From an optimization exercise on the open Yosys and OpenROAD flow, aimed at small area, a short achievable clock period and few clock cycles per item; shortcuts taken in it are not production practice. The RTL was checked by simulation tests, not by an equivalence proof against the original design.

Setup of trial 34:
Design dsp_mac_pipe, start of the top module:
module dsp_mac_pipe
#(
  parameter int A_W      = 18,
  parameter int B_W      = 18,
  parameter int P_W      = 48,
  parameter bit SATURATE = 1'b0
) (
  input  logic           clk,
  input  logic           rst_n,
  input  logic [A_W-1:0] a,
  input  logic [B_W-1:0] b,
  input  logic [B_W-1:0] d,
  input  logic [P_W-1:0] c,
  input  logic           carryin,
  input  logic           pre_sel,
  input  logic           pre_sub,
  input  logic [1:0]     mode,
  input  logic           in_valid,
  input  logic           in_last,
  output logic           in_ready,
  output logic [P_W-1:0] p,
  output logic           carryout,
  output logic           ovf,
  output logic           out_valid,
  output logic           out_last,
  input  logic           out_ready
);
  if (!dsp_mac_pkg::widths_ok(A_W, B_W, P_W)) begin : g_width_check
    $error("dsp_mac_pipe: P_W must be at least A_W+B_W+1");
  end
  logic adv;
  assign adv      = !out_valid | out_ready;
  assign in_ready = adv;
  logic        psub;
  logic [18:0] dd, bx;
  logic [19:0] xs;
  assign psub = pre_sel & pre_sub;
  assign dd   = pre_sel ? {d[17], d} : 19'd0;
  assign bx   = {b[17], b} ^ {19{psub}};
  assign xs   = {dd, 1'b1} + {bx, psub};
  logic        v1_reg, ci1_reg, last1_reg;
  logic [1:0]  mode1_reg;
  logic [17:0] a1_reg;
  logic [18:0] x1_reg;
  logic [47:0] c1_reg;
  always_ff @(posedge clk or negedge rst_n) begin
    if (!rst_n) v1_reg <= 1'b0;
    else if (adv) v1_reg <= in_valid;
  end
  always_ff @(posedge clk) begin
    if (adv) begin
      a1_reg    <= a;
      x1_reg    <= xs[19:1];
      c1_reg    <= (mode == dsp_mac_pkg::MAC) ? 48'd0 : c;
      mode1_reg <= mode;
      ci1_reg   <= carryin;
      last1_reg <= in_last;
    end
  end
  logic is_acc, accc, msub, ms, ci, produce;
  logic live_reg, sticky_reg;
  logic [47:0] acc_reg;
  assign is_acc  = mode1_reg[0];
  assign accc    = mode1_reg[0] & mode1_reg[1];
  assign msub    = mode1_reg[1] & !mode1_reg[0];
  assign ms      = msub;
  assign ci      = ci1_reg;
  ...
Size: about 2100 cells after synthesis, about 190 flip-flops, about 170 I/O pins, ~0.021 sq mm of cells after synthesis.
make LEC_CHECK=0 CAP_MARGIN=20 CORE_MARGIN=2 CORE_UTILIZATION=60 PLACE_DENSITY=0.75 SLEW_MARGIN=20 finish   # period 7.0 ns
run.sh (not shown) runs the stock make flow with config.mk's settings and CLKGATE_MAP_FILE= SYNTH_SCRIPT=/design/flow/synth_recipe.tcl, a recipe that flattens the netlist after the stock synthesis.
Testbench counts of trial 34, summed over its fixed seeds: cycles 24,016, items 24,000.
For trial 33, these inputs were changed with respect to trial 34:
Settings: PLACE_DENSITY: 0.75 -> unset; SETUP_SLACK_MARGIN: unset -> 1.2; CORE_UTILIZATION: 60 -> 40.
[summary]
Trial 33 against trial 34; cell area after placement is up by a few percent.
Relative to trial 34, wire length of the first global-routing pass has increased by about 13% in trial 33.
Final area, trial 34 and trial 33, lower one = trial 34.
Core utilization: trial 33 lower than trial 34
Delta (trial 33 minus trial 34): clock network latency to the later pin of the worst-skew pair higher, total global-route track usage has decreased.

* * *

dsp_mac_pipe again, from the RTL that the note above started with.
make LEC_CHECK=0 ABC_CLOCK_PERIOD_IN_PS=2000 CAP_MARGIN=20 CORE_MARGIN=2 CORE_UTILIZATION=40 SLEW_MARGIN=20 finish   # period 7.0 ns
The first run finished clean.
Testbench counts at the start, summed over its fixed seeds: cycles 24,016, items 24,000.
==> next run, changes <==
- ABC_CLOCK_PERIOD_IN_PS: 2000 -> default
- SETUP_SLACK_MARGIN: default -> 0.6
- synthesized cell count is unchanged
- cell area came out higher by 5.1%
- hold slack improved by 5.2 ps
- critical path depth came out higher by 2
- worst setup slack improved by 390 ps
- core utilization came out higher by 2.4 points
- maximum frequency came out higher by 6.2%
- clock-buffer cell count is unchanged
==> next run, changes <==
- ABC_AREA: default -> 1
- SETUP_SLACK_MARGIN: 0.6 -> default
The changed run completed with no timing, DRC or antenna violations.
Setup slack got worse by 460 ps.
Cell area fell by 2.4%.
Cell count rose by 13%.
Utilization fell by 3.2 points.
Synthesized area rose by 3.6%.
Clock skew barely changes.
Worst hold slack got worse by 48 ps.
Die area rose by 3.6%.
==> next run, changes <==
- ABC_AREA: 1 -> default
Result: The new run ran to the end with no violations. First-iteration DRC count drops by 17%. Routed wire length drops by 13%. Setup slack gets better by 75 ps.
==> next run, changes <==
==> flow/flow/run.sh (new file) <==
#!/bin/bash
# Standard ORFS layout of the design, with the port buffers that placement
# inserts on every input and output taken as buf_1 instead of the default.
set -euo pipefail
bash standard.sh "BUFFER_PORTS_ARGS=-buffer_cell sky130_fd_sc_hd__buf_1" finish > orfs_make.log 2>&1
==> flow/standard.sh (new file) <==
#!/bin/bash
# synth_recipe.tcl (not shown) runs the flow's synth.tcl, then flattens the netlist and writes it again
# the make line also repeats each setting of config.mk as NAME=value (left out here)
make -C /OpenROAD-flow-scripts/flow DESIGN_CONFIG=/design/flow/config.mk WORK_HOME=/design/flow/orfs CLKGATE_MAP_FILE= SYNTH_SCRIPT=/design/flow/synth_recipe.tcl "${@:-finish}"
removed: flow/run.sh
Flip-flop and latch count does not change.
Global-route usage goes down by 0.63 points.
Clock skew is higher by 4.2 ps.

port drivers added, routing unchanged:
The flow's constraints put no driver on any port. The routed layouts listed below were extracted and timed again, unchanged, in two steps. Step 1 sets driving cells, clkbuf_16 on the clock port and buf_2 on the other inputs (assumed; they add their load-dependent delay and slew). Step 2, shift: input delay + t, output delay - t, t = (earliest + latest rising clock arrival at the registers) / 2. This alone moves slack from input paths to output paths. Slacks: no drivers / after step 1 / after step 2; pairs: no drivers / after step 1.
| run | shift t [ns] | setup WS [ns] | worst hold slack (ns) |
|---|---|---|---|
| trial 34 | 0.522 | 0.365 / 0.365 / 0.365 | 0.554 / 0.554 / 0.554 |
| trial 33 | 0.555 | 0.711 / 0.711 / 0.711 | 0.548 / 0.548 / 0.548 |
| the first run of note 2 | 0.562 | 0.348 / 0.348 / 0.348 | 0.551 / 0.551 / 0.551 |
| the second run of note 2 | 0.566 | 0.735 / 0.735 / 0.735 | 0.556 / 0.556 / 0.556 |
| the third run of note 2 | 0.550 | 0.273 / 0.273 / 0.273 | 0.507 / 0.507 / 0.507 |
| the fourth run of note 2 | 0.562 | 0.348 / 0.348 / 0.348 | 0.551 / 0.551 / 0.551 |
| the fifth run of note 2 | 0.570 | 0.345 / 0.345 / 0.345 | 0.560 / 0.560 / 0.560 |
After both steps every run listed still meets setup and hold.
